Background: an optimization exercise with open tools, aiming at small area. Do not read the settings as production practice.
Only simulation tests tie the RTL to the original design; equivalence was not proved.
Power and IR drop assume default switching activity.

==> flow/design.v <==
package udp_proto_pkg;
    typedef logic [31:0] ip_addr_t;
    typedef logic [15:0] udp_port_t;
    typedef logic [15:0] udp_len_t;
    localparam udp_port_t ECHO_PORT = 16'd1234;
    localparam udp_len_t UDP_HDR_BYTES = 16'd8;
endpackage
package echo_buf_pkg;
    localparam int PAYLOAD_DEPTH = 64;
    localparam int HDR_DEPTH = 4;
    localparam int PAYLOAD_CNT_W = $clog2(PAYLOAD_DEPTH + 1);
    localparam int LEN_W = 6;
endpackage
`timescale 1ns/1ps
module aoi3_sel (
    input  logic [2:0] i_d,
    input  logic [2:0] i_sel,
    output logic       o_qn
);
    assign o_qn = !(|(i_d & i_sel));
endmodule
module sel5_bit (
    input  logic [4:0] i_d,
    input  logic [4:0] i_sel,
    output logic       o_q
);
    assign o_q = |(i_d & i_sel);
endmodule
module sel6_bit (
    input  logic [5:0] i_d,
    input  logic [5:0] i_sel,
    output logic       o_q
);
    assign o_q = |(i_d & i_sel);
endmodule
`timescale 1ns/1ps
module udp_echo_top (
    input  logic                     clk,
    input  logic                     rst,
    input  logic                     i_hdr_valid,
    input  udp_proto_pkg::ip_addr_t  i_src_ip,
    input  udp_proto_pkg::udp_port_t i_src_port,
    input  udp_proto_pkg::udp_port_t i_dst_port,
    input  udp_proto_pkg::udp_len_t  i_length,
    input  logic                     i_pay_valid,
    input  logic [7:0]               i_pay_data,
    input  logic                     i_pay_last,
    input  logic                     i_hdr_ready,
    input  logic                     i_pay_ready,
    output logic                     o_hdr_valid,
    output udp_proto_pkg::ip_addr_t  o_dst_ip,
    output udp_proto_pkg::udp_port_t o_src_port,
    output udp_proto_pkg::udp_port_t o_dst_port,
    output udp_proto_pkg::udp_len_t  o_length,
    output logic                     o_pay_valid,
    output logic [7:0]               o_pay_data,
    output logic                     o_pay_last
);
    localparam int LEN_W = echo_buf_pkg::LEN_W;    
    localparam int HW    = 32 + 16 + LEN_W;    
    function automatic logic [6:0] step7(input logic [6:0] q, input logic up, input logic dn);
        logic [6:0] t;
        logic       all1;
        logic       all0;
        for (int i = 0; i < 7; i++) begin
            all1 = 1'b1;
            all0 = 1'b1;
            for (int j = 0; j < i; j++) begin
                all1 = all1 & q[j];
                all0 = all0 & !q[j];
            end
            t[i] = (up & all1) | (dn & all0);
        end
        step7 = q ^ t;
    endfunction
    function automatic logic [2:0] step3(input logic [2:0] q, input logic up, input logic dn);
        logic [2:0] t;
        t[0] = up | dn;
        t[1] = (up & q[0]) | (dn & !q[0]);
        t[2] = (up & q[0] & q[1]) | (dn & !q[0] & !q[1]);
        step3 = q ^ t;
    endfunction
    function automatic logic le7(input logic [6:0] a, input logic [6:0] b);
        logic gt;
        logic eq;
        gt = 1'b0;
        eq = 1'b1;
        for (int i = 6; i >= 0; i--) begin
            gt = gt | (eq & a[i] & !b[i]);
            eq = eq & (a[i] == b[i]);
        end
        le7 = !gt;
    endfunction
    logic                 pass;      
    logic                 hdr_wr;    
    logic                 admit;
    logic                 len_ok;
    logic                 queue_ok;
    logic                 pay_wr;
    logic [2:0]           hn;
    logic [3:0][HW-1:0]   hq;
    logic                 pending;
    logic                 hdr_empty;
    logic                 hdr_rd;
    logic [6:0]           fr;
    logic [63:0][7:0]     pq;
    logic                 pay_rd;
    logic [LEN_W-1:0]     len_q;     
    logic                 tx_idle;
    assign len_ok   = (i_length[15:7] == '0) && (i_length[6:3] != '0) &&
                      le7(i_length[6:0], fr);
    assign queue_ok = (hn != 3'd4) || (hdr_wr && tx_idle);
    assign admit    = i_hdr_valid && (i_dst_port == udp_proto_pkg::ECHO_PORT) &&
                      len_ok && queue_ok;
    assign pay_wr    = pass && i_pay_valid;
    assign pending   = pass || hdr_wr;
    assign hdr_empty = (hn == 3'd0) || (hn == 3'd1 && pending);
    assign tx_idle   = !o_hdr_valid && !o_pay_valid;
    assign hdr_rd    = tx_idle && !hdr_empty;
    assign pay_rd    = o_pay_valid && i_pay_ready;
    always_ff @(posedge clk) begin
        if (rst) begin
            pass        <= 1'b0;
            hdr_wr      <= 1'b0;
            hn          <= '0;
            fr          <= 7'd72;
            o_hdr_valid <= 1'b0;
            o_pay_valid <= 1'b0;
        end else begin
            if (i_hdr_valid) begin
                pass <= admit;
            end else if (i_pay_valid && i_pay_last) begin
                pass <= 1'b0;
            end
            hdr_wr <= pass && i_pay_valid && i_pay_last;
            hn     <= step3(hn, admit && !hdr_rd, hdr_rd && !admit);
            fr     <= step7(fr, pay_rd && !pay_wr, pay_wr && !pay_rd);
            if (hdr_rd) begin
                o_hdr_valid <= 1'b1;
            end else if (o_hdr_valid && i_hdr_ready) begin
                o_hdr_valid <= 1'b0;
                o_pay_valid <= 1'b1;
            end else if (pay_rd && o_pay_last) begin
                o_pay_valid <= 1'b0;
            end
        end
    end
    always_ff @(posedge clk) begin
        if (admit) begin
            hq <= {hq[2:0], hq[3]};
            hq[1] <= {i_src_ip, i_src_port, i_length[LEN_W-1:0]};
        end
        if (pay_wr) begin
            pq <= {pq[62:0], pq[63]};
            pq[1] <= i_pay_data;
        end
    end
    logic [3:0]       hsel;
    logic [4:0]       osel;      
    logic [47:0]      ohdr_q;
    logic [47:0]      ohdr_d;
    logic [63:0]      psel;
    logic [7:0]       pay_head;
    always_comb begin
        hsel = '0;
        hsel[hn[1:0]] = 1'b1;
        osel = {!hdr_rd, hsel & {4{hdr_rd}}};
        for (int k = 0; k < 64; k++) begin
            psel[k] = (fr[5:0] == 6'(8 - k));
        end
    end
    logic [5:0]       lsel;
    logic [LEN_W-1:0] len_dec;
    logic [LEN_W-1:0] len_d;
    assign lsel    = {!(hdr_rd || pay_rd), pay_rd, hsel & {4{hdr_rd}}};
    assign len_dec = 6'(step7({1'b0, len_q}, 1'b0, 1'b1));
    for (genvar b = 0; b < LEN_W; b++) begin : g_lsel
        sel6_bit u_sel (
            .i_d   ({len_q[b], len_dec[b], hq[3][b], hq[2][b], hq[1][b], hq[0][b]}),
            .i_sel (lsel),
            .o_q   (len_d[b])
        );
    end
    for (genvar b = 0; b < 48; b++) begin : g_osel
        sel5_bit u_sel (
            .i_d   ({ohdr_q[b], hq[3][LEN_W+b], hq[2][LEN_W+b], hq[1][LEN_W+b], hq[0][LEN_W+b]}),
            .i_sel (osel),
            .o_q   (ohdr_d[b])
        );
    end
    always_ff @(posedge clk) begin
        ohdr_q <= ohdr_d;
        len_q  <= len_d;
    end
    assign o_dst_ip   = ohdr_q[47:16];
    assign o_dst_port = ohdr_q[15:0];
    for (genvar b = 0; b < 8; b++) begin : g_pbit
        logic [20:0] grp_n;
        for (genvar g = 0; g < 21; g++) begin : g_grp
            aoi3_sel u_aoi (
                .i_d   ({pq[3*g+2][b], pq[3*g+1][b], pq[3*g][b]}),
                .i_sel (psel[3*g +: 3]),
                .o_qn  (grp_n[g])
            );
        end
        assign pay_head[b] = !(&grp_n) || (pq[63][b] && psel[63]);
    end
    assign o_src_port = udp_proto_pkg::ECHO_PORT;
    assign o_length   = {9'b0, (len_q <= LEN_W'(8)), len_q};
    assign o_pay_data = pay_head;
    assign o_pay_last = (len_q == LEN_W'(9));
endmodule
==> flow/flow/run.sh <==
#!/bin/bash
# Standard ORFS layout with two changes: the port buffers are the smallest
# plain buffer (buf_1) and CTS builds larger sink clusters without dummy loads.
set -euo pipefail
cd "$(dirname "$0")/.."
export BUFFER_PORTS_ARGS="-buffer_cell sky130_fd_sc_hd__buf_1"
export CTS_ARGS="-sink_clustering_enable -repair_clock_nets -sink_clustering_size 15 -sink_clustering_max_diameter 70 -buf_list sky130_fd_sc_hd__clkbuf_8 -dont_use_dummy_load"
bash standard.sh > standard_make.log 2>&1
==> flow/standard.sh <==
#!/bin/bash
# synth_recipe.tcl (not shown) runs the flow's synth.tcl, then flattens the netlist and writes it again
# the make line also repeats each setting of config.mk as NAME=value (left out here)
make -C /OpenROAD-flow-scripts/flow DESIGN_CONFIG=/design/flow/config.mk WORK_HOME=/design/flow/orfs CLKGATE_MAP_FILE= SYNTH_SCRIPT=/design/flow/synth_recipe.tcl "${@:-finish}"
==> flow/config.mk <==
export PLATFORM = sky130hd
export DESIGN_NAME = udp_echo_top
export DESIGN_NICKNAME = udp_echo_top
export VERILOG_FILES = /design/flow/design.v
export SDC_FILE = /design/flow/constraint.sdc
export NUM_CORES = 4
export LEC_CHECK = 0
export CAP_MARGIN = 20
export CORE_MARGIN = 2
export CORE_UTILIZATION = 50
export GPL_TIMING_DRIVEN = 0
export PLACE_DENSITY = 0.55
export SLEW_MARGIN = 20
export SYNTH_HIERARCHICAL = 1
==> flow/constraint.sdc <==
create_clock -name core_clock -period 8.0 [get_ports {clk}]
set_input_delay 1.6000 -clock core_clock [delete_from_list [all_inputs] [get_ports {clk}]]
set_output_delay 1.6000 -clock core_clock [all_outputs]
set_load 0.01 [all_outputs]
==> results of run 1 <==
==> flip-flops by register name, summed over array words and instances (netlist names) <==
| register | count |
|---|---|
| hn | 3 |
| len_q | 6 |
| hdr_wr | 1 |
| fr | 7 |
| o_hdr_valid | 1 |
| ohdr_q | 48 |
| pass | 1 |
| hq | 216 |
| pq | 512 |
| o_pay_valid | 1 |
==> per-module statistics from Yosys (local to each module, per instance) <==
module	cells inside	area, µm²	copies in the design
aoi3_sel	1	10.0	168
sel5_bit	3	21.3	48
sel6_bit	4	27.5	6
udp_echo_top	1122	25100	1
==> power by group <==
part | leakage [nW] | switching (W) | total [W] | internal [W]
combinational | 2.42 | 0.000138 | 0.000218 | 0.0000794
clock | 0.424 | 0.00120 | 0.00186 | 0.000657
sequential | 6.77 | 0.0000347 | 0.00458 | 0.00455
==> logic make-up (layout without fill, tap and decap cells) <==
family / Yosys count / after routing / share of synthesized area [%]
muxes: 2 / 2 / 0.0715
and+or+nand+nor: 266 / 266 / 4.67
xor gates and xnor gates: 11 / 11 / 0.344
other: 2 / 26 / 0.0268
AOI/OAI and AO/OA: 313 / 313 / 10.4
DFF: 796 / 796 / 82.9
buffers and inverters: 58 / 328 / 1.13
adders and majority gates: 10 / 10 / 0.447
==> cell type report <==
cell class,instances,area share (%)
tap,748,2.99
clock buffer,59,2.59
inverter,18,0.228
sequential,796,74.1
multi-input combinational,627,14.8
buffer,40,0.791
antenna,1,0.00799
timing repair buffer,211,4.47
==> metal layers <==
metal | vias to the layer above | wire length (µm) | track usage, %
met5 | - | 37 | 0
met4 | 6 | 1840 | 7.32
met3 | 99 | 5580 | 4.16
met2 | 730 | 28900 | 32.9
met1 | 8009 | 27600 | 32.2
li1 | 6882 | - | -
==> stage by stage <==
stage | utilization (%) | instances | cell area, µm²
2_1_floorplan | - | 1481 | 28100
3_3_place_gp | 53.7 | 2389 | 29700
3_5_place_dp | 55.3 | 2440 | 30500
4_1_cts | 56.7 | 2499 | 31300
5_1_grt | 56.7 | 2500 | 31300
6_report | 56.7 | 2500 | 31300
==> worst min-delay path by stage <==
stage               depth (start not counted)  endpoint
floorplan                                   0   pq[104]
global placement                            0   hq[195]
detailed placement                          0   pq[129]
CTS                                         0   pq[198]
global route                                0   pq[198]
finish                                      0   pq[198]
==> synth_stat cells, drive strengths merged (3+ instances only) <==
| cell | instances |
|---|---|
| edfxtp | 728 |
| inv | 18 |
| nand4 | 36 |
| clkbuf | 10 |
| dfxtp | 68 |
| nor2b | 5 |
| a2111o | 8 |
| nor4b | 3 |
| xor2 | 9 |
| ha | 10 |
| nand2 | 73 |
| buf | 30 |
| a21oi | 6 |
| nor2 | 79 |
| nor3 | 3 |
| or4 | 12 |
| nor4 | 7 |
| a21o | 3 |
| nand3 | 24 |
| and3 | 6 |
| or4b | 3 |
| a222oi | 216 |
| a22oi | 68 |
| nor3b | 4 |
==> layout by cell type, fill, tap and decap left out, drive strengths merged, types with 4 or more instances in the layout <==
master  Yosys  routed
conb        2      25
clkbuf     10      69
a21oi       6       6
dfxtp      68      68
buf        30     241
inv        18      17
nor3b       4       4
a2111o      8       8
nand2      73      73
nand3      24      24
nor2b       5       5
edfxtp    728     728
nor4        7       7
or4        12      12
a22oi      68      68
ha         10      10
nor2       79      79
xor2        9       9
and3        6       6
a222oi    216     216
nand4      36      36
==> critical path, cell delays in order (launching register included) <==
cell and delay (ps):
dfxtp_1 320, clkbuf_1 460, inv_1 250, nand2_1 330, clkbuf_1 370, nor2_1 290, a222oi_1 500, nand4_1 320
or4_1 630, a2111o_1 460, buf_1 170
==> results.py, run 1 <==
metrics = {
    "power": {
        "p_leak_nw": 9.61,
        "vdd_ir_drop_max_v": 0.000127,
        "powerDensity_nw_per_um2": 213,
        "report.power.total_w": 0.00666,
    },
    "final_layout": {
        "area_delta_synth_final_pct": 11.9,
        "seqCellArea_um2": 23200,
        "layout-drive-gt1-share_pct": 8.68,
        "fin_nets": 1858,
        "multi_input_area_um2": 4630,
        "fillers": 4319,
    },
    "timing": {
        "setup_ws_ps": 1630,
        "hold_viol_final": 0,
        "setup_viol": 0,
        "timing.slew.headroom_pct": 28.3,
        "fmaxAchievable_mhz": 157,
        "drv_slew": 0,
        "rsz0062_at_grt": "no",
        "worstMarginPinSlew_ps": 1070,
        "fin_tns_setup_ps": 0,
        "period_minus_slack_ps": 6370,
        "worst_clock_skew_ps": 72.0,
        "hold_slack_ps": 385,
        "fin_crit_sh_pct": 79.6,
    },
    "place": {
        "portBuffers": 160,
        "dp_slack_ps": 2340,
        "post-dp-hpwl_um": 43500,
        "gp_congestion": 0.862,
    },
    "hold_path": {
        "hold_path_class": "register to register",
        "hold_start": "pq[190]",
    },
    "worst_setup_path": {
        "cp-startpoint": "fr[4]",
        "cp_max_fo": 10,
        "critPathRequiredTime_ps": 6400,
        "r2r-start": "fr[6]",
        "cp-start-kind": "register",
        "r2r-end": "hq[199]",
        "rrSetupSlack_ps": 3710,
        "crit_path_end": "o_pay_data[2]",
        "crit_type": "register to primary output",
        "worstRegToRegCells": 15,
        "cp.arrival_ps": 4770,
        "end_kind": "primary output",
    },
    "route": {
        "first_iter_violations": 2301,
        "drc_errors": 0,
        "num_vias": 15700,
        "route.final.wire_length_um": 64000,
        "first_pass_iters": 13,
        "routedWlPerCell_um": 25.6,
        "vias_per_cell": 6.29,
        "detail-route-antenna-nets": 0,
    },
    "global_routing": {
        "grt-ovfl-total": 0,
        "grt_pass1_vias": 15000,
        "grt_max_degree": 44,
        "grt_pass1_wl_um": 94500,
        "grt_use_total_pct": 21.8,
        "antenna_found_initial": 4,
    },
    "clock_network": {
        "cts_tree": "built",
        "post_cts_buffers": 0,
        "htree_levels": 2,
        "cts_hold_buf": 0,
        "root_buffer": "clkbuf_8",
        "clk_pin_slew_ps": 90,
        "ctsLongestPathBuffers": 3,
        "cts.sinks": 796,
        "clock_latency_ps": 680,
        "numCtsBuffers": 59,
        "cts_resized": 0,
    },
    "die": {
        "chipWidth_um": 241,
        "die_h_um": 241,
        "rows": 86,
        "io-pin-count": 186,
        "initial_core_util_pct": 50.7,
        "die_area_um2": 57900,
        "core_um2": 55200,
    },
    "synth": {
        "netlist_area_um2": 28000,
        "synthArstFlopShare_pct": 0,
        "post_synth_inst_count": 1458,
        "yosys_warnings": 7,
        "ys_ff_latch": 796,
        "synth_edf_count": 728,
        "yosysTopAreaCell": "edfxtp_1",
        "synth_ff_type": "edfxtp_1",
        "synth.distinct_cells": 47,
        "ys_seq_area_share_pct": 82.9,
        "yosys.area.top_type_share_pct": 78.1,
        "synthTopCellsByArea": "edfxtp_1 (78%), a222oi_1 (7.7%), dfxtp_1 (4.9%)",
        "avgSynthCellArea_um2": 19.2,
    },
    "flow_run": {
        "cap_violations": 0,
    },
    "run_status": {
        "status": "complete, no violations",
    },
}
==> inputs of run 2 (changes only) <==
--- a/flow/config.mk
+++ b/flow/config.mk
@@ -7,8 +7,7 @@
 export LEC_CHECK = 0
 export CAP_MARGIN = 20
 export CORE_MARGIN = 2
-export CORE_UTILIZATION = 50
-export GPL_TIMING_DRIVEN = 0
-export PLACE_DENSITY = 0.55
+export CORE_UTILIZATION = 40
+export PLACE_DENSITY = 0.45
 export SLEW_MARGIN = 20
 export SYNTH_HIERARCHICAL = 1
==> run 2 against run 1 <==
Net effect: cell count up 4.3%; global-route usage fell by 3.2 points; worst hold slack gained 27 ps; register-to-register slack improved by 820 ps; critical path type unchanged.
==> results.py, run 2 <==
metrics = {
    "run_status": {
        "status": "complete, no violations",
    },
    "timing": {
        "setup_viol": 0,
        "drv_slew": 0,
        "rsz0062_at_grt": "no",
        "worst_clock_skew_ps": 68.9,
        "fin_crit_sh_pct": 71.9,
        "setup_ws_ps": 2250,
        "hold_viol_final": 0,
        "period_minus_slack_ps": 5750,
        "fmaxAchievable_mhz": 174,
        "worstMarginPinSlew_ps": 1080,
        "timing.slew.headroom_pct": 28.0,
    },
    "synth": {
        "yosysTopAreaCell": "edfxtp_1",
        "synth_ff_type": "edfxtp_1",
        "ys_seq_area_share_pct": 82.9,
        "synthArstFlopShare_pct": 0,
        "ys_ff_latch": 796,
        "synth.most_common_cell": "edfxtp_1",
        "post_synth_inst_count": 1458,
        "synth.distinct_cells": 47,
        "yosys.area.top_type_share_pct": 78.1,
        "yosys-top-cells-count": "edfxtp_1 (728), a222oi_1 (216), nor2_1 (79)",
        "synth_edf_count": 728,
        "synthTopCellsByArea": "edfxtp_1 (78%), a222oi_1 (7.7%), dfxtp_1 (4.9%)",
        "yosys_warnings": 7,
        "netlist_area_um2": 28000,
        "avgSynthCellArea_um2": 19.2,
    },
    "final_layout": {
        "top_regs": "pq: 512 flops, hq: 216 flops, ohdr_q: 48 flops",
        "final_cell_mix": "edfxtp_1 (728), a222oi_1 (216), buf_1 (160)",
        "fin_nets": 1782,
        "stdcell_area_um2": 30700,
        "seqCellArea_um2": 23200,
        "largest_reg_flops": 512,
        "layout-drive-gt1-share_pct": 5.25,
        "fillers": 6108,
        "multi_input_area_um2": 4620,
        "final_common_cell": "edfxtp_1",
        "regMostFlops": "pq",
        "area_delta_synth_final_pct": 9.49,
    },
    "global_routing": {
        "grt_max_degree": 171,
        "grt_use_total_pct": 18.6,
        "met3_usage_pct": 3.52,
        "grt-ovfl-total": 0,
        "grt_pass1_wl_um": 99800,
        "busiest_layer": "met2",
        "grt_pass1_vias": 15100,
        "antenna_found_initial": 5,
        "use_met1_pct": 26.9,
        "grtUsageMet2_pct": 28.9,
    },
    "die": {
        "die_area_um2": 72100,
        "io-pin-count": 186,
        "initial_core_util_pct": 40.6,
        "core_um2": 68900,
        "rows": 96,
        "die_h_um": 269,
        "chipWidth_um": 269,
    },
    "worst_setup_path": {
        "critPathRequiredTime_ps": 6400,
        "end_kind": "primary output",
        "crit_type": "register to primary output",
        "cp_max_fo": 16,
        "cp-start-kind": "register",
        "r2r-start": "fr[6]",
        "cp-startpoint": "fr[4]",
        "cp.arrival_ps": 4150,
    },
    "hold_path": {
        "hold_path_class": "register to register",
        "hold_start": "pq[277]",
    },
    "power": {
        "powerDensity_nw_per_um2": 219,
        "p_int_w": 0.00528,
        "pwr-share-clk_pct": 28.6,
        "p_leak_nw": 9.17,
        "report.power.total_w": 0.00670,
        "switching_share_pct": 21.3,
        "power_switching_w": 0.00143,
        "p_seq_share_pct": 68.5,
        "p_comb_share_pct": 2.9,
        "vdd_ir_drop_max_v": 0.000125,
    },
    "clock_network": {
        "ctsLongestPathBuffers": 3,
        "cts_tree": "built",
        "htree_levels": 2,
        "root_buffer": "clkbuf_8",
        "cts.sinks": 796,
        "cts_hold_buf": 0,
        "numCtsBuffers": 60,
        "clk_pin_slew_ps": 100,
        "clock_latency_ps": 730,
        "post_cts_buffers": 0,
        "cts_resized": 0,
    },
    "route": {
        "num_vias": 15400,
        "vias_per_cell": 5.91,
        "route.final.wire_length_um": 69100,
        "first_iter_violations": 2781,
        "drc_errors": 0,
        "first_pass_iters": 9,
        "routedWlPerCell_um": 26.5,
        "detail-route-antenna-nets": 0,
    },
    "place": {
        "postPlaceCellArea_um2": 29800,
        "gp_congestion": 0.854,
        "dp_slack_ps": 3010,
        "portBuffers": 160,
        "post-dp-hpwl_um": 43200,
    },
    "flow_run": {
        "cap_violations": 0,
    },
}
[run 2: metrics by stage]
step | utilization, % | hold WS (ps) | TNS, ps | cells
after CTS | 44.5 | 397 | 0 | 2606
after global routing | 44.5 | 417 | 0 | 2607
after detailed placement | 43.3 | 433 | 0 | 2546
after global placement | 43.3 | 427 | 0 | 2546
after floorplan | - | 426 | -1030560 | 1481
final | 44.5 | 411 | 0 | 2607
[run 2: Yosys stat by module, one instance, submodules excluded]
| module | cell area (µm²) | cells inside | flops+latches |
|---|---|---|---|
| sel6_bit | 27.5 | 4 | 0 |
| aoi3_sel | 10.0 | 1 | 0 |
| sel5_bit | 21.3 | 3 | 0 |
| udp_echo_top | 25100 | 1122 | 796 |
[run 2: power groups by stage]
stage                     clock [W]  combinational (W)  sequential (W)
after CTS                   0.00201           0.000197         0.00459
after global placement            0           0.000195         0.00469
after detailed placement          0           0.000196         0.00469
after global routing        0.00214           0.000214         0.00460
final                       0.00192           0.000193         0.00459
after floorplan                   0           0.000115         0.00469
[run 2: worst paths after layout]
check                                      to  cells past startpoint  slack, ps
worst max-delay path            o_pay_data[0]                      8       2250
worst min-delay path                  pq[285]                      0        410
worst max register to register         hq[51]                      8       4530
worst min register to register        pq[285]                      0        410
[run 2: cell families after synthesis]
| family | count (synthesis) | share of synthesized area (%) |
|---|---|---|
| and+or+nand+nor | 266 | 4.67 |
| AOI/OAI and AO/OA | 313 | 10.4 |
| buffers and inverters | 58 | 1.13 |
| DFF | 796 | 82.9 |
| other | 2 | 0.0268 |
| xor gates and xnor gates | 11 | 0.344 |
| adders and majority gates | 10 | 0.447 |
| muxes | 2 | 0.0715 |
[run 2: layer usage]
layer | up-vias | share of wire, % | wire, µm
met3 | 108 | 7.8 | 5400
met4 | 8 | 2.4 | 1680
met5 | - | 0.082 | 57
met2 | 675 | 46 | 31900
met1 | 7886 | 44 | 30100
li1 | 6723 | - | -
[run 2: layout make-up]
cell class / count / area share (%)
Clock buffer: 60 / 2.69
Inverter: 18 / 0.233
Sequential cell: 796 / 75.8
Antenna cell: 1 / 0.00816
Tap cell: 931 / 3.80
Multi-Input combinational cell: 627 / 15.1
Timing Repair Buffer: 174 / 2.42
[run 2: critical path, cell delays in order, from the launching register on]
cell,delay [ps]
dfxtp_1,480
inv_1,160
nand2_1,440
nor2_1,300
a222oi_1,850
nand2_1,170
or4_1,600
a2111o_1,340
buf_1,150
==> inputs of run 3 (changes only) <==
==> flow/flow/run.sh (replaced) <==
#!/bin/bash
# Standard ORFS layout with two changes: the port buffers are the smallest
# plain buffer (buf_1) and CTS builds larger sink clusters without dummy loads.
set -euo pipefail
cd "$(dirname "$0")/.."
export BUFFER_PORTS_ARGS="-buffer_cell sky130_fd_sc_hd__buf_1"
export CTS_ARGS="-sink_clustering_enable -repair_clock_nets -sink_clustering_size 30 -sink_clustering_max_diameter 60 -buf_list sky130_fd_sc_hd__clkbuf_16 -dont_use_dummy_load"
bash standard.sh > standard_make.log 2>&1
--- a/flow/config.mk
+++ b/flow/config.mk
@@ -7,7 +7,7 @@
 export LEC_CHECK = 0
 export CAP_MARGIN = 20
 export CORE_MARGIN = 2
-export CORE_UTILIZATION = 40
-export PLACE_DENSITY = 0.45
+export CORE_UTILIZATION = 45
+export PLACE_DENSITY = 0.5
 export SLEW_MARGIN = 20
 export SYNTH_HIERARCHICAL = 1
==> run 3 against run 2 <==
Net effect: synthesized cell count unchanged; clock skew decreased by 16 ps; global-route usage increased by 1.6 points; critical endpoint is now o_pay_data[4]; worst hold slack improved by 2.8 ps; cell count decreased by 3.9%; non-clock buffer count increased by 2; clock-buffer cell count decreased by 9; critical path depth unchanged.
==> results.py, run 3 <==
metrics = {
    "worst_setup_path": {
        "r2r-start": "fr[6]",
        "cp.arrival_ps": 4090,
        "end_kind": "primary output",
        "crit_type": "register to primary output",
        "critPathRequiredTime_ps": 6400,
        "path_cells": "nor2b_1 > nand3_1 > nor2_1 > a222oi_1 > nand4_1 > or4_1 > a2111o_1 > buf_1",
        "cp_slowest_stage_delay_ps": 630,
        "worstRegToRegCells": 8,
        "cp-start-kind": "register",
        "crit_slowest_cell": "or4_1",
        "rrSetupSlack_ps": 4530,
        "r2r-end": "hq[193]",
        "cp_max_fo": 13,
    },
    "hold_path": {
        "hold_start": "pq[378]",
        "hold_path_depth": 0,
        "hold_path_class": "register to register",
        "hold_end": "pq[386]",
    },
    "synth": {
        "synth_edf_count": 728,
        "yosys.area.top_type_share_pct": 78.1,
        "avgSynthCellArea_um2": 19.2,
        "yosysTopAreaCell": "edfxtp_1",
        "ys_ff_latch": 796,
        "yosys-top-cells-count": "edfxtp_1 (728), a222oi_1 (216), nor2_1 (79)",
        "synthTopCellsByArea": "edfxtp_1 (78%), a222oi_1 (7.7%), dfxtp_1 (4.9%)",
        "yosys_warnings": 7,
        "synthArstFlopShare_pct": 0,
        "netlist_area_um2": 28000,
        "synth.most_common_cell": "edfxtp_1",
        "synth_ff_type": "edfxtp_1",
        "synth.distinct_cells": 47,
        "post_synth_inst_count": 1458,
        "ys_seq_area_share_pct": 82.9,
    },
    "timing": {
        "timing.slew.headroom_pct": 25.0,
        "fin_tns_setup_ps": 0,
        "worstMarginPinSlew_ps": 1120,
        "setup_viol": 0,
        "drv_slew": 0,
        "hold_slack_ps": 414,
        "fin_crit_sh_pct": 71.1,
        "hold_viol_final": 0,
        "fmaxAchievable_mhz": 176,
        "worst_clock_skew_ps": 53.0,
        "setup_ws_ps": 2310,
        "rsz0062_at_grt": "no",
        "period_minus_slack_ps": 5690,
    },
    "global_routing": {
        "grt-ovfl-total": 0,
        "antenna_found_initial": 2,
        "grt_pass1_vias": 15100,
        "grt_max_degree": 177,
        "grt_pass1_wl_um": 97300,
        "grt_use_total_pct": 20.2,
    },
    "clock_network": {
        "root_buffer": "clkbuf_16",
        "cts_tree": "built",
        "clock_latency_ps": 620,
        "numCtsBuffers": 51,
        "clk_pin_slew_ps": 100,
        "htree_levels": 2,
        "cts_hold_buf": 0,
        "cts_resized": 0,
        "ctsLongestPathBuffers": 3,
        "cts.sinks": 796,
        "post_cts_buffers": 0,
    },
    "die": {
        "rows": 91,
        "die_h_um": 253,
        "die_area_um2": 64200,
        "io-pin-count": 186,
        "initial_core_util_pct": 45.4,
        "core_um2": 61600,
        "chipWidth_um": 253,
    },
    "route": {
        "drc_errors": 0,
        "wl_met2_um": 30200,
        "vias_per_cell": 6.15,
        "first_iter_violations": 2709,
        "drt-met1-wl_um": 28800,
        "routedWlPerCell_um": 26.4,
        "wl_met3_um": 5650,
        "first_pass_iters": 12,
        "detail-route-antenna-nets": 0,
        "num_vias": 15400,
        "top_layer": "met5",
        "route.final.wire_length_um": 66200,
    },
    "final_layout": {
        "final_cell_mix": "edfxtp_1 (728), a222oi_1 (216), buf_1 (160)",
        "largest_reg_flops": 512,
        "fillers": 5088,
        "final_common_cell": "edfxtp_1",
        "antennaDiodeCount": 0,
        "regMostFlops": "pq",
        "area_delta_synth_final_pct": 10.7,
        "layout-drive-gt1-share_pct": 4.86,
        "post-route-util_pct": 50.3,
        "fin_nets": 1775,
        "top_regs": "pq: 512 flops, hq: 216 flops, ohdr_q: 48 flops",
    },
    "place": {
        "post-dp-hpwl_um": 42200,
        "gp_congestion": 0.881,
        "portBuffers": 160,
        "dp_slack_ps": 2980,
    },
    "flow_run": {
        "cap_violations": 0,
    },
    "power": {
        "vdd_ir_drop_max_v": 0.000169,
        "p_leak_nw": 9.37,
        "report.power.total_w": 0.00717,
        "powerDensity_nw_per_um2": 232,
    },
    "run_status": {
        "status": "complete, no violations",
    },
}
## run 3: critical path: cells and delay by family, from the launching register on
kind                   cells  cell delay [ps]
and+or+nand+nor            5             1770
DFF                        1              610
AOI/OAI and AO/OA          2              940
buffers and inverters      1              150
## run 3: metal layers
metal / up-vias / track usage (%)
met1: 7916 / 29.7
li1: 6724 / -
met2: 668 / 30.8
met3: 101 / 4.27
met4: 4 / 5.34
met5: - / 0
## run 3: logic make-up (layout without fill, tap and decap cells)
family	Yosys count	count (layout)	synth area share (%)
AND/OR/NAND/NOR	266	266	4.67
multiplexers	2	2	0.0715
AO/OA/AOI/OAI	313	313	10.4
adder cells (fa/ha/maj)	10	10	0.447
XOR/XNOR	11	11	0.344
other	2	25	0.0268
flip-flops	796	796	82.9
buffers and inverters	58	245	1.13
## run 3: report_power, final
part	switching, W	leakage (nW)	internal (W)
sequential	0.0000397	6.77	0.00455
clock	0.00126	0.628	0.00113
combinational	0.000135	1.98	0.0000615
total	0.00143	9.37	0.00574
## run 3: final cells by class
class / count / area (µm²) / share of cell area [%]
multi-input cells: 627 / 4620 / 14.9
flip-flops and latches: 796 / 23200 / 74.9
well taps: 837 / 1050 / 3.38
clock buffers: 51 / 1280 / 4.12
inverters: 18 / 71.3 / 0.230
repair buffers: 176 / 746 / 2.41
## run 3: per-module statistics from Yosys (local to each module, per instance)
module,times used,cells
sel6_bit,6,4
udp_echo_top,1,1122
sel5_bit,48,3
aoi3_sel,168,1
## run 3: per-stage QoR
step / instance area [µm²] / std cells
after detailed placement: 29700 / 2454
after CTS: 31000 / 2505
after global placement: 29700 / 2454
after floorplan: 28100 / 1481
final: 31000 / 2505
after global routing: 31000 / 2505
## run 3: how the worst max path moves through the flow
stage | endpoint | cells past startpoint | start
2_1_floorplan | fr[3] | 7 | i_pay_valid
3_3_place_gp | o_pay_data[4] | 8 | fr[4]
3_5_place_dp | o_pay_data[1] | 8 | fr[0]
4_1_cts | o_pay_data[1] | 8 | fr[0]
5_1_grt | o_pay_data[1] | 8 | fr[0]
6_report | o_pay_data[4] | 8 | fr[2]
==> inputs of run 4 (changes only) <==
==> flow/flow/run.sh (replaced) <==
#!/bin/bash
# Standard ORFS layout with two changes: the port buffers are the smallest
# plain buffer (buf_1) and CTS builds larger sink clusters without dummy loads.
set -euo pipefail
cd "$(dirname "$0")/.."
export BUFFER_PORTS_ARGS="-buffer_cell sky130_fd_sc_hd__buf_1"
export CTS_ARGS="-sink_clustering_enable -repair_clock_nets -sink_clustering_size 17 -sink_clustering_max_diameter 55 -buf_list sky130_fd_sc_hd__clkbuf_8 -dont_use_dummy_load"
bash standard.sh > standard_make.log 2>&1
==> run 4 against run 3 <==
Net effect: routed wire length rose by 0.69%; fmax increased by 0.36%; first-iteration DRC count is 2.3% lower; utilization fell by 0.59 points; global-route usage up 0.26 points; power fell by 5.6%; register-to-register slack better by 20 ps; synthesized cell count unchanged; largest cell class unchanged; largest power group unchanged.
==> results.py, run 4 <==
metrics = {
    "timing": {
        "period_minus_slack_ps": 5670,
        "drv_slew": 0,
        "timing.slew.headroom_pct": 25.8,
        "setup_ws_ps": 2330,
        "fin_crit_sh_pct": 70.8,
        "worstMarginPinSlew_ps": 1110,
        "rsz0062_at_grt": "no",
        "hold_viol_final": 0,
        "fin_tns_setup_ps": 0,
        "fmaxAchievable_mhz": 177,
        "worst_clock_skew_ps": 58.9,
        "setup_viol": 0,
    },
    "global_routing": {
        "grt-ovfl-total": 0,
        "antenna_found_initial": 3,
        "grt_pass1_vias": 15100,
        "grt_pass1_wl_um": 97900,
        "grt_max_degree": 177,
        "grt_use_total_pct": 20.5,
    },
    "final_layout": {
        "area_delta_synth_final_pct": 9.37,
        "final_common_cell": "edfxtp_1",
        "top_regs": "pq: 512 flops, hq: 216 flops, ohdr_q: 48 flops",
        "largest_reg_flops": 512,
        "fillers": 5144,
        "final_cell_mix": "edfxtp_1 (728), a222oi_1 (216), buf_1 (160)",
        "post-route-util_pct": 49.7,
        "regMostFlops": "pq",
        "layout-drive-gt1-share_pct": 5.70,
        "fin_nets": 1790,
        "final_cells": 2521,
    },
    "worst_setup_path": {
        "cp-start-kind": "register",
        "cp.arrival_ps": 4070,
        "end_kind": "primary output",
        "critPathRequiredTime_ps": 6400,
        "cp_max_fo": 16,
        "crit_type": "register to primary output",
    },
    "synth": {
        "synth.distinct_cells": 47,
        "synth_edf_count": 728,
        "ys_seq_area_share_pct": 82.9,
        "synth_ff_type": "edfxtp_1",
        "yosys_warnings": 7,
        "synth.most_common_cell": "edfxtp_1",
        "avgSynthCellArea_um2": 19.2,
        "synthArstFlopShare_pct": 0,
        "synthTopCellsByArea": "edfxtp_1 (78%), a222oi_1 (7.7%), dfxtp_1 (4.9%)",
        "yosysTopAreaCell": "edfxtp_1",
        "ys_ff_latch": 796,
        "yosys-top-cells-count": "edfxtp_1 (728), a222oi_1 (216), nor2_1 (79)",
        "post_synth_inst_count": 1458,
        "yosys.area.top_type_share_pct": 78.1,
        "netlist_area_um2": 28000,
    },
    "route": {
        "first_pass_iters": 12,
        "num_vias": 15500,
        "routedWlPerCell_um": 26.4,
        "drc_errors": 0,
        "detail-route-antenna-nets": 0,
        "first_iter_violations": 2646,
        "route.final.wire_length_um": 66700,
        "vias_per_cell": 6.13,
    },
    "clock_network": {
        "ctsLongestPathBuffers": 3,
        "htree_levels": 3,
        "post_cts_buffers": 0,
        "cts_resized": 0,
        "root_buffer": "clkbuf_8",
        "clock_latency_ps": 670,
        "cts.sinks": 796,
        "cts_tree": "built",
        "numCtsBuffers": 66,
        "cts_hold_buf": 0,
        "clk_pin_slew_ps": 100,
    },
    "place": {
        "post-dp-hpwl_um": 42200,
        "gp_congestion": 0.881,
        "portBuffers": 160,
        "dp.cells": 2454,
        "dp_slack_ps": 2980,
    },
    "power": {
        "vdd_ir_drop_max_v": 0.000132,
        "p_leak_nw": 9.22,
        "powerDensity_nw_per_um2": 221,
    },
    "run_status": {
        "status": "complete, no violations",
    },
    "die": {
        "rows": 91,
        "core_um2": 61600,
        "die_area_um2": 64200,
        "chipWidth_um": 253,
        "io-pin-count": 186,
        "die_h_um": 253,
        "initial_core_util_pct": 45.4,
    },
    "flow_run": {
        "cap_violations": 0,
    },
    "hold_path": {
        "hold_path_class": "register to register",
    },
}
[run 4: power breakdown]
group | switching, W | internal (W) | total (W)
Sequential | 0.0000399 | 0.00455 | 0.00459
Clock | 0.00125 | 0.000742 | 0.00199
Combinational | 0.000135 | 0.0000616 | 0.000197
[run 4: stage by stage]
step	hold WS (ps)	total power [W]	cell area [µm²]
final	414	0.00678	30600
after global routing	404	0.00702	30600
after CTS	407	0.00686	30600
after detailed placement	433	0.00488	29700
after global placement	430	0.00488	29700
after floorplan	426	0.00481	28100
[run 4: worst paths after layout]
path	start	to	slack (ps)	cells after the start
setup / recovery	fr[4]	o_pay_data[2]	2330	8
hold / removal	pq[63]	pq[71]	410	0
setup reg to reg	fr[6]	hq[31]	4550	8
hold reg to reg	pq[63]	pq[71]	410	0
[run 4: logic make-up (layout without fill, tap and decap cells)]
group	after synthesis	in the layout	share of synthesized area (%)
xor gates and xnor gates	11	11	0.344
muxes	2	2	0.0715
AOI/OAI and AO/OA	313	313	10.4
buffers and inverters	58	260	1.13
DFF	796	796	82.9
adders and majority gates	10	10	0.447
and+or+nand+nor	266	266	4.67
other	2	26	0.0268
[run 4: per-module statistics from Yosys (local to each module, per instance)]
| module | times used | cell area [µm²] | flops+latches |
|---|---|---|---|
| udp_echo_top | 1 | 25100 | 796 |
| sel6_bit | 6 | 27.5 | 0 |
| sel5_bit | 48 | 21.3 | 0 |
| aoi3_sel | 168 | 10.0 | 0 |
[run 4: worst max-delay path, cell delays in order (launching register included)]
cell      delay, ps
dfxtp_1         480
inv_1           160
nand2_1         440
nor2_1          310
a222oi_1        740
nand4_1         210
or4_1           510
a2111o_1        430
buf_1           140
[run 4: area by class of cell]
cell class	instances	area, µm²	area share, %
antenna	1	2.50	0.00817
multi-input combinational	627	4620	15.1
tap	837	1050	3.42
timing repair buffer	176	746	2.44
clock buffer	66	908	2.97
sequential	796	23200	75.8
inverter	18	71.3	0.233
[run 4: routing by layer]
metal	share of wire, %	track usage [%]	vias up
met2	45	30.6	659
met1	44	29.9	7935
met4	2.6	5.83	4
li1	-	-	6742
met5	0.031	0	-
met3	8.4	4.90	111

## what the ideal ports hide
Ports are ideal in the flow. The routed layouts listed here were re-timed in OpenROAD. Step 1 assumes that a clkbuf_16 drives the clock port and a buf_2 every other input. Step 2 moves the port delays by t, midway between the first and last clock arrival at a register: inputs arrive t later, outputs are due t later. That takes back most of the time a late clock gives input paths. Slacks: ideal ports / drivers / drivers and shift; pairs: ideal ports / drivers.
| run | t (ns) | setup WS [ns] | worst register clock-pin slew, ns | worst data-port slew with drivers (ns) |
|---|---|---|---|---|
| run 1 | 0.704 | 1.631 / 1.575 / 2.279 | 0.10 / 0.10 | 0.09 |
| run 2 | 0.748 | 2.247 / 2.189 / 2.937 | 0.10 / 0.10 | 0.11 |
| run 3 | 0.657 | 2.314 / 2.250 / 2.907 | 0.11 / 0.11 | 0.11 |
| run 4 | 0.700 | 2.335 / 2.275 / 2.975 | 0.11 / 0.11 | 0.11 |
After both steps setup and hold are still met in every run listed.
